This design comes from an exercise in tuning for small area, a short achievable clock period and few clock cycles per item on the open sky130 flow, not from production work. RTL that was checked went through simulation tests only; none was proved equivalent to the original.

==> flow/design.v (excerpt) <==
module aes128_round_seq
#(
    parameter int CNT_W = 32,
    parameter int NR    = 10
) (
    input  logic               clk,
    input  logic               rst,
    input  logic               in_valid,
    output logic               in_ready,
    input  logic [BLK_W-1:0]   in_text,
    input  logic [BLK_W-1:0]   in_key,
    output logic               out_valid,
    input  logic               out_ready,
    output logic [BLK_W-1:0]   out_data,
    output logic               busy
);
Size: about 4900 cells after synthesis, ~390 flip-flops, about 390 I/O pins, ~41000 um^2 of cells after synthesis.
==> flow/config.mk <==
export PLATFORM = sky130hd
export DESIGN_NAME = aes128_round_seq
export DESIGN_NICKNAME = aes128_round_seq
export VERILOG_FILES = /design/flow/design.v
export SDC_FILE = /design/flow/constraint.sdc
export NUM_CORES = 4
export LEC_CHECK = 0
export CAP_MARGIN = 20
export CORE_MARGIN = 2
export CORE_UTILIZATION = 60
export SETUP_SLACK_MARGIN = 0.4
export SLEW_MARGIN = 20
export SYNTH_HIERARCHICAL = 1
==> flow/constraint.sdc <==
create_clock -name core_clock -period 20.0 [get_ports {clk}]
set_input_delay 4.0000 -clock core_clock [delete_from_list [all_inputs] [get_ports {clk}]]
set_output_delay 4.0000 -clock core_clock [all_outputs]
set_load 0.01 [all_outputs]
standard.sh (not shown) runs the stock make flow with config.mk's settings and CLKGATE_MAP_FILE= SYNTH_SCRIPT=/design/flow/synth_recipe.tcl, a recipe that flattens the netlist after the stock synthesis.
==> flow/flow/run.sh <==
#!/bin/bash
set -euo pipefail
PORTBUF="BUFFER_PORTS_ARGS=-buffer_cell sky130_fd_sc_hd__buf_1"
bash standard.sh SETUP_SLACK_MARGIN=13.5 "$PORTBUF" cts > flow_make_cts.log 2>&1
bash standard.sh SETUP_SLACK_MARGIN=13.25 "$PORTBUF" finish > flow_make_finish.log 2>&1
The first run finished clean.
Testbench counts at the start, summed over its fixed seeds: cycles 20,496, items 2,048.
Edit:
==> flow/flow/run.sh (replaced) <==
#!/bin/bash
set -euo pipefail
PORTBUF="BUFFER_PORTS_ARGS=-buffer_cell sky130_fd_sc_hd__buf_1"
bash standard.sh SETUP_SLACK_MARGIN=13.5 "$PORTBUF" cts > flow_make_cts.log 2>&1
bash standard.sh "$PORTBUF" finish > flow_make_finish.log 2>&1
- CORE_UTILIZATION: 60 -> 72
- PLACE_DENSITY: default -> 0.8
Effect: Non-clock buffer count decreases by 52. Final area decreases by a few percent. Area after synthesis is unchanged. Utilization increases by 10 points. First-iteration DRC count increases by a quarter to a third. Clock skew hardly moves. Wire length decreases by a few percent. Synthesized cell count does not change. Worst setup slack loses 0.36 ns.
Edit:
==> flow/flow/run.sh (replaced) <==
#!/bin/bash
set -euo pipefail
PORTBUF="BUFFER_PORTS_ARGS=-buffer_cell sky130_fd_sc_hd__buf_1"
bash standard.sh SETUP_SLACK_MARGIN=14.5 "$PORTBUF" cts > flow_make_cts.log 2>&1
bash standard.sh "$PORTBUF" finish > flow_make_finish.log 2>&1
- CORE_UTILIZATION: 72 -> 60
- PLACE_DENSITY: 0.8 -> default
Fmax climbs by about 15%.
Hold slack got worse by 0.0033 ns.
Global-route usage climbs by 0.46 points.
Clock skew climbs by 0.014 ns.
Core utilization climbs by 3.3 points.
Cell area rises by 24%.
Via count came out higher by about 8%.
Setup slack improves by 0.90 ns.
Count of clock-buffer cells in the layout fell by 4.
Edit:
==> flow/flow/run.sh (replaced) <==
#!/bin/bash
set -euo pipefail
PORTBUF="BUFFER_PORTS_ARGS=-buffer_cell sky130_fd_sc_hd__buf_1"
bash standard.sh SETUP_SLACK_MARGIN=13.5 "$PORTBUF" cts > flow_make_cts.log 2>&1
bash standard.sh "$PORTBUF" finish > flow_make_finish.log 2>&1
- CTS_BUF_LIST: default -> sky130_fd_sc_hd__clkbuf_16
- CTS_CLUSTER_DIAMETER: default -> 100
- CTS_CLUSTER_SIZE: default -> 30
After rerunning:
- first-iteration DRC count came out lower by 32%
- cell area came out lower by 20%
- setup slack loses 0.70 ns
- sequential share of layout area came out higher by 3.2 points
- non-clock buffer count came out lower by 446
- die area is unchanged
- cell count came out lower by 7.4%
- hold slack gains 0.013 ns
- count of clock-buffer cells in the layout came out lower by 31

========
aes128_round_seq, a different RTL version from the one above (not shown whole).
Size in the first run: about 650 flip-flops, ~390 I/O pins, roughly 50,000 um2 of cells after synthesis.
export LEC_CHECK = 0
export CAP_MARGIN = 20
export CORE_MARGIN = 2
export CORE_UTILIZATION = 60
export SETUP_SLACK_MARGIN = 0.4
export SLEW_MARGIN = 20
export SYNTH_HIERARCHICAL = 1
create_clock -name core_clock -period 20.0 [get_ports {clk}]
==> flow/flow/run.sh <==
#!/bin/bash
set -euo pipefail
PORTBUF="BUFFER_PORTS_ARGS=-buffer_cell sky130_fd_sc_hd__buf_1"
bash standard.sh SETUP_SLACK_MARGIN=14.4 "$PORTBUF" cts > flow_make_cts.log 2>&1
bash standard.sh "$PORTBUF" finish > flow_make_finish.log 2>&1
The first run completed with no timing, DRC or antenna violations.
Rerun with:
==> flow/flow/run.sh (replaced) <==
#!/bin/bash
set -euo pipefail
PORTBUF="BUFFER_PORTS_ARGS=-buffer_cell sky130_fd_sc_hd__buf_1"
bash standard.sh SETUP_SLACK_MARGIN=0.4 "$PORTBUF" cts > flow_make_cts.log 2>&1
bash standard.sh "$PORTBUF" finish > flow_make_finish.log 2>&1
Effect: The changed run finished with timing, DRC and antenna clean; global-route usage decreases by 0.28 points; first-iteration DRC count decreases by 5.9%; via count decreases by 0.53%; die area is unchanged; final area decreases by 1.6%.
No run of this note included a check of the RTL's function; only the layout flow was run.

========
before:
aes128_round_seq, a different RTL version from the one above (not shown whole).
Size in the first run: roughly 690 flip-flops, ~52000 µm² of cells after synthesis.
export LEC_CHECK = 0
export CAP_MARGIN = 20
export CORE_MARGIN = 2
export CORE_UTILIZATION = 60
export SETUP_SLACK_MARGIN = 0.4
export SLEW_MARGIN = 20
export SYNTH_HIERARCHICAL = 1
create_clock -name core_clock -period 20.0 [get_ports {clk}]
==> flow/flow/run.sh <==
#!/bin/bash
set -euo pipefail
PORTBUF="BUFFER_PORTS_ARGS=-buffer_cell sky130_fd_sc_hd__buf_1"
bash standard.sh SETUP_SLACK_MARGIN=14.6 "$PORTBUF" cts > flow_make_cts.log 2>&1
bash standard.sh "$PORTBUF" finish > flow_make_finish.log 2>&1
### before -> after
-- flow/flow/run.sh --
<<< before, line 4
bash standard.sh SETUP_SLACK_MARGIN=14.6 "$PORTBUF" cts > flow_make_cts.log 2>&1
>>> after, line 4
bash standard.sh SETUP_SLACK_MARGIN=15.0 "$PORTBUF" cts > flow_make_cts.log 2>&1
In the tables for before and after, global routing met2 resource utilization reads higher with after.
Sequential share of layout area in after is 0.86 points lower than in before
Between before and after, the number of logic inverters in the finished layout does not differ in any meaningful way.
before has a higher minimum clock period than after.
Sort before and after by area growth from synthesis to layout, descending, and after comes first.
No functional check of the RTL was part of any run of this note.

========
aes128_round_seq, a different RTL version from the one above (not shown whole).
For scale: about 4800 cells after synthesis, roughly 690 flip-flops, roughly 390 I/O pins, about 52000 um^2 of cells after synthesis.
==> flow/design.v (excerpt) <==
module aes128_round_seq
#(
    parameter int CNT_W = 32,
    parameter int NR    = 10
) (
    input  logic               clk,
    input  logic               rst,
    input  logic               in_valid,
    output logic               in_ready,
    input  logic [BLK_W-1:0]   in_text,
    input  logic [BLK_W-1:0]   in_key,
    output logic               out_valid,
    input  logic               out_ready,
    output logic [BLK_W-1:0]   out_data,
    output logic               busy
);
    function automatic logic [7:0] rcon(input logic [3:0] idx);
        case (idx)
            4'd1:    rcon = 8'h01;
            4'd2:    rcon = 8'h02;
            4'd3:    rcon = 8'h04;
            4'd4:    rcon = 8'h08;
            4'd5:    rcon = 8'h10;
            4'd6:    rcon = 8'h20;
            4'd7:    rcon = 8'h40;
            4'd8:    rcon = 8'h80;
            4'd9:    rcon = 8'h1b;
            4'd10:   rcon = 8'h36;
            default: rcon = 8'h00;
        endcase
    endfunction
    if (NR != AES_NR || CNT_W < 1) begin : g_bad_cfg
        $error("aes128_round_seq: NR must be 10 and CNT_W at least 1");
    end
    logic [BLK_W-1:0] st_q, st_d;       
    logic [BLK_W-1:0] key_q, key_d;     
    logic [BLK_W-1:0] psr_q, psr_d;     
    logic [31:0]      psub_q, psub_d;   
    logic [BLK_W-1:0] ppre_q, ppre_d;   
    logic [BLK_W-1:0] out_q, out_d;
    logic       va_q, va_d;             
    logic [3:0] rnda_q, rnda_d;         
    logic       vb_q, vb_d;             
    logic [3:0] rndb_q, rndb_d;         
    logic       ov_q, ov_d;             
    logic       rdy_q, rdy_d;           
    logic       rdy_n_q;                
    logic       busy_q, busy_d;
    logic [BLK_W-1:0] sr;
    logic [31:0]      sub_w;
    logic [BLK_W-1:0] pre;
    logic [BLK_W-1:0] nk;
    logic [BLK_W-1:0] mc;
    logic [BLK_W-1:0] ct;
    for (genvar c = 0; c < 4; c++) begin : g_col
        for (genvar r = 0; r < 4; r++) begin : g_row
            sub_bytes u_sb (
                .din  (st_q[127 - 8*(r + 4*((c + r) % 4)) -: 8]),
                .dout (sr[127 - 8*(r + 4*c) -: 8])
  ...
export LEC_CHECK = 0
export CAP_MARGIN = 20
export CORE_MARGIN = 2
export CORE_UTILIZATION = 60
export CTS_BUF_LIST = sky130_fd_sc_hd__clkbuf_16
export CTS_CLUSTER_DIAMETER = 100
export CTS_CLUSTER_SIZE = 24
export SETUP_SLACK_MARGIN = 0.4
export SLEW_MARGIN = 20
export SYNTH_HIERARCHICAL = 1
create_clock -name core_clock -period 20.0 [get_ports {clk}]
==> flow/flow/run.sh <==
#!/bin/bash
set -euo pipefail
PORTBUF="BUFFER_PORTS_ARGS=-buffer_cell sky130_fd_sc_hd__buf_1"
bash standard.sh SETUP_SLACK_MARGIN=15.0 "$PORTBUF" cts > flow_make_cts.log 2>&1
bash standard.sh "$PORTBUF" finish > flow_make_finish.log 2>&1
Testbench counts at the start, summed over its fixed seeds: cycles 20,520, items 2,048.
==> next run, changes <==
--- a/flow/flow/run.sh
+++ b/flow/flow/run.sh
@@ -4 +4 @@
-bash standard.sh SETUP_SLACK_MARGIN=15.0 "$PORTBUF" cts > flow_make_cts.log 2>&1
+bash standard.sh SETUP_SLACK_MARGIN=15.3 "$PORTBUF" cts > flow_make_cts.log 2>&1
Settings changed: CTS_BUF_LIST sky130_fd_sc_hd__clkbuf_16 to unset, CTS_CLUSTER_DIAMETER 100 to unset, CTS_CLUSTER_SIZE 24 to unset.
The changed run went through all stages and came out clean; routed wire length increases by 6.8%; clock-buffer cell count came out higher by 69; fmax stays flat; final cell count came out higher by 3.3%; synthesized area stays the same.
==> next run, changes <==
--- a/flow/flow/run.sh
+++ b/flow/flow/run.sh
@@ -4 +4 @@
-bash standard.sh SETUP_SLACK_MARGIN=15.3 "$PORTBUF" cts > flow_make_cts.log 2>&1
+bash standard.sh SETUP_SLACK_MARGIN=15.0 "$PORTBUF" cts > flow_make_cts.log 2>&1
- The new run finished clean
- die area stays the same
- cell area decreases by 6.1%
- cell count decreases by 2.0%
- sequential cell count is unchanged
==> next run, changes <==
--- a/flow/flow/run.sh
+++ b/flow/flow/run.sh
@@ -4 +4 @@
-bash standard.sh SETUP_SLACK_MARGIN=15.0 "$PORTBUF" cts > flow_make_cts.log 2>&1
+bash standard.sh SETUP_SLACK_MARGIN=15.1 "$PORTBUF" cts > flow_make_cts.log 2>&1
Settings changed: CORE_UTILIZATION 60 to 50, CTS_BUF_LIST set to sky130_fd_sc_hd__clkbuf_16, CTS_CLUSTER_DIAMETER set to 100, CTS_CLUSTER_SIZE set to 24.
=>
- The new run finished but failed the layout checks on antenna rules
- count of clock-buffer cells in the layout shrinks by 65
- global-route usage went down by 4.3 points
- first-iteration DRC count came out lower by roughly a tenth
- sequential share of layout area increases by 0.29 points
- worst setup slack loses 0.010 ns

========
RTL: one of the versions met above, not the one the previous note started from.
For scale: ~4900 cells after synthesis, about 390 I/O pins, ~41000 um2 of cells after synthesis.
Settings: LEC_CHECK=0, CAP_MARGIN=20, CORE_MARGIN=2, CORE_UTILIZATION=65, CTS_BUF_LIST=sky130_fd_sc_hd__clkbuf_4 sky130_fd_sc_hd__clkbuf_8, SETUP_SLACK_MARGIN=0.4, SLEW_MARGIN=20, SYNTH_HIERARCHICAL=1; clock period 20.0 ns.
==> flow/flow/run.sh <==
#!/bin/bash
set -euo pipefail
PORTBUF="BUFFER_PORTS_ARGS=-buffer_cell sky130_fd_sc_hd__buf_1"
bash standard.sh SETUP_SLACK_MARGIN=13.8 "$PORTBUF" cts > flow_make_cts.log 2>&1
bash standard.sh "$PORTBUF" finish > flow_make_finish.log 2>&1
The baseline completed without violations.
Testbench counts at the start, summed over its fixed seeds: cycles 20,496, items 2,048.
Change:
==> flow/flow/run.sh (replaced) <==
#!/bin/bash
set -euo pipefail
PORTBUF="BUFFER_PORTS_ARGS=-buffer_cell sky130_fd_sc_hd__buf_1"
bash standard.sh SETUP_SLACK_MARGIN=13.5 "$PORTBUF" cts > flow_make_cts.log 2>&1
bash standard.sh "$PORTBUF" finish > flow_make_finish.log 2>&1
Outcome: Setup slack degrades by 0.18 ns; synthesized cell count is unchanged; non-clock buffer count fell by 65; cell count fell slightly; area after synthesis is unchanged; final area fell by a few percent; register-to-register slack degrades by 0.18 ns; core utilization fell by 3.1 points.

========
aes128_round_seq with an RTL version that a note above also has.
Size in the first run: ~52000 um2 of cells after synthesis.
==> flow/config.mk <==
export PLATFORM = sky130hd
export DESIGN_NAME = aes128_round_seq
export DESIGN_NICKNAME = aes128_round_seq
export VERILOG_FILES = /design/flow/design.v
export SDC_FILE = /design/flow/constraint.sdc
export NUM_CORES = 4
export LEC_CHECK = 0
export CAP_MARGIN = 20
export CORE_MARGIN = 2
export CORE_UTILIZATION = 60
export CTS_BUF_LIST = sky130_fd_sc_hd__clkbuf_16
export CTS_CLUSTER_DIAMETER = 100
export CTS_CLUSTER_SIZE = 24
export SETUP_SLACK_MARGIN = 0.4
export SLEW_MARGIN = 20
export SYNTH_HIERARCHICAL = 1
==> flow/constraint.sdc <==
create_clock -name core_clock -period 20.0 [get_ports {clk}]
set_input_delay 4.0000 -clock core_clock [delete_from_list [all_inputs] [get_ports {clk}]]
set_output_delay 4.0000 -clock core_clock [all_outputs]
set_load 0.01 [all_outputs]
==> flow/flow/run.sh <==
#!/bin/bash
set -euo pipefail
PORTBUF="BUFFER_PORTS_ARGS=-buffer_cell sky130_fd_sc_hd__buf_1"
bash standard.sh SETUP_SLACK_MARGIN=14.8 "$PORTBUF" cts > flow_make_cts.log 2>&1
bash standard.sh "$PORTBUF" finish > flow_make_finish.log 2>&1
The first run produced a clean layout.
Testbench counts at the start, summed over its fixed seeds: cycles 20,520, items 2,048.
Then changed:
--- a/flow/flow/run.sh
+++ b/flow/flow/run.sh
@@ -4 +4 @@
-bash standard.sh SETUP_SLACK_MARGIN=14.8 "$PORTBUF" cts > flow_make_cts.log 2>&1
+bash standard.sh SETUP_SLACK_MARGIN=15.0 "$PORTBUF" cts > flow_make_cts.log 2>&1
- CTS_CLUSTER_SIZE: 24 -> 30
Effect:
- worst setup slack is better by 180 ps
- via count grows by 0.64%
- cell area increases by 3.3%
- synthesized area stays the same
- die area stays the same
- count of clock-buffer cells in the layout is unchanged

========
job 101:
Another version of the RTL of aes128_round_seq (not shown whole).
Size in the first run: ~5200 cells after synthesis, about 390 flip-flops, about 390 I/O pins.
Settings: LEC_CHECK=0, CAP_MARGIN=20, CORE_MARGIN=2, CORE_UTILIZATION=50, SLEW_MARGIN=20, SYNTH_HIERARCHICAL=1; clock period 20.0 ns.
==> flow/flow/run.sh <==
#!/bin/bash
# Standard layout, with setup repair aimed below the achieved period and
# faster port buffers. Each tool's log stays in orfs/logs; make's output in
# flow_make.log here.
set -euo pipefail
bash standard.sh SETUP_SLACK_MARGIN=14 \
    "BUFFER_PORTS_ARGS=-buffer_cell sky130_fd_sc_hd__buf_2" \
    finish > flow_make.log 2>&1
Job 101: done, clean on timing, DRC and antenna
Testbench counts of job 101, summed over its fixed seeds: cycles 20,496, items 2,048.
## Diff of input files: job 102 against job 101
- setting SETUP_SLACK_MARGIN to 0.4 for the first time
==> flow/run.sh (new file) <==
#!/bin/bash
# synth_recipe.tcl (not shown) runs the flow's synth.tcl, then flattens the netlist and writes it again
# the make line also repeats each setting of config.mk as NAME=value (left out here)
make -C /OpenROAD-flow-scripts/flow DESIGN_CONFIG=/design/flow/config.mk WORK_HOME=/design/flow/orfs CLKGATE_MAP_FILE= SYNTH_SCRIPT=/design/flow/synth_recipe.tcl finish
removed: flow/flow/run.sh
removed: flow/standard.sh
==> run notes <==
- Setup WNS job 101 -> job 102: worse
- When job 102 is measured against job 101, its relative slew slack turns out 13 points lower.
- Job 102 ended with less wire length than job 101.
- Per the comparison of job 102 with job 101, global-route wire length before repair down 4200 microns; number of global-route vias before repair fell by about 4.6%.

separate check: timing with driven ports:
In the flow no input, the clock included, has a driving cell. The finished layouts below were timed again as built, in two steps.
Step 1: set_driving_cell puts a clkbuf_16 on clk and a buf_2 on each other input, an assumption about the parent block.
Step 2 moves the port delays by t, midway between the first and last clock arrival at a register: inputs arrive t later, outputs are due t later. That takes back most of the time a late clock gives input paths.
Three values: ideal ports, drivers, drivers and shift; two values: the first two.
run	shift t [ns]	setup WS [ns]	worst setup path after step 2
the first run of note 1	0.672	13.392 / 13.392 / 13.392	register to register
the second run of note 1	0.671	13.035 / 13.035 / 13.035	register to register
the third run of note 1	0.674	13.933 / 13.933 / 13.933	register to register
the fourth run of note 1	0.677	13.235 / 13.235 / 13.235	register to register
the first run of note 2	0.685	14.206 / 14.206 / 13.674	input to register
the second run of note 2	0.685	12.433 / 12.472 / 11.786	input to register
before	0.692	14.495 / 14.538 / 13.847	input to register
after	0.694	14.665 / 14.593 / 14.294	input to register
the first run of note 4	0.659	14.858 / 14.803 / 14.263	input to register
the second run of note 4	0.697	14.862 / 14.789 / 14.265	input to register
the third run of note 4	0.706	14.837 / 14.768 / 14.233	input to register
the fourth run of note 4	0.680	14.826 / 14.763 / 14.406	input to register
the first run of note 5	0.734	13.444 / 13.444 / 13.444	register to register
the second run of note 5	0.728	13.262 / 13.262 / 13.262	register to register
the first run of note 6	0.665	14.662 / 14.662 / 14.117	input to register
the second run of note 6	0.663	14.847 / 14.789 / 14.265	input to register
job 101	0.682	14.013 / 14.004 / 14.013	register to register
job 102	0.683	12.715 / 12.715 / 12.715	register to register
For before, which loses most, drivers alone change the setup slack by +0.043 ns; drivers and shift together by -0.648 ns.
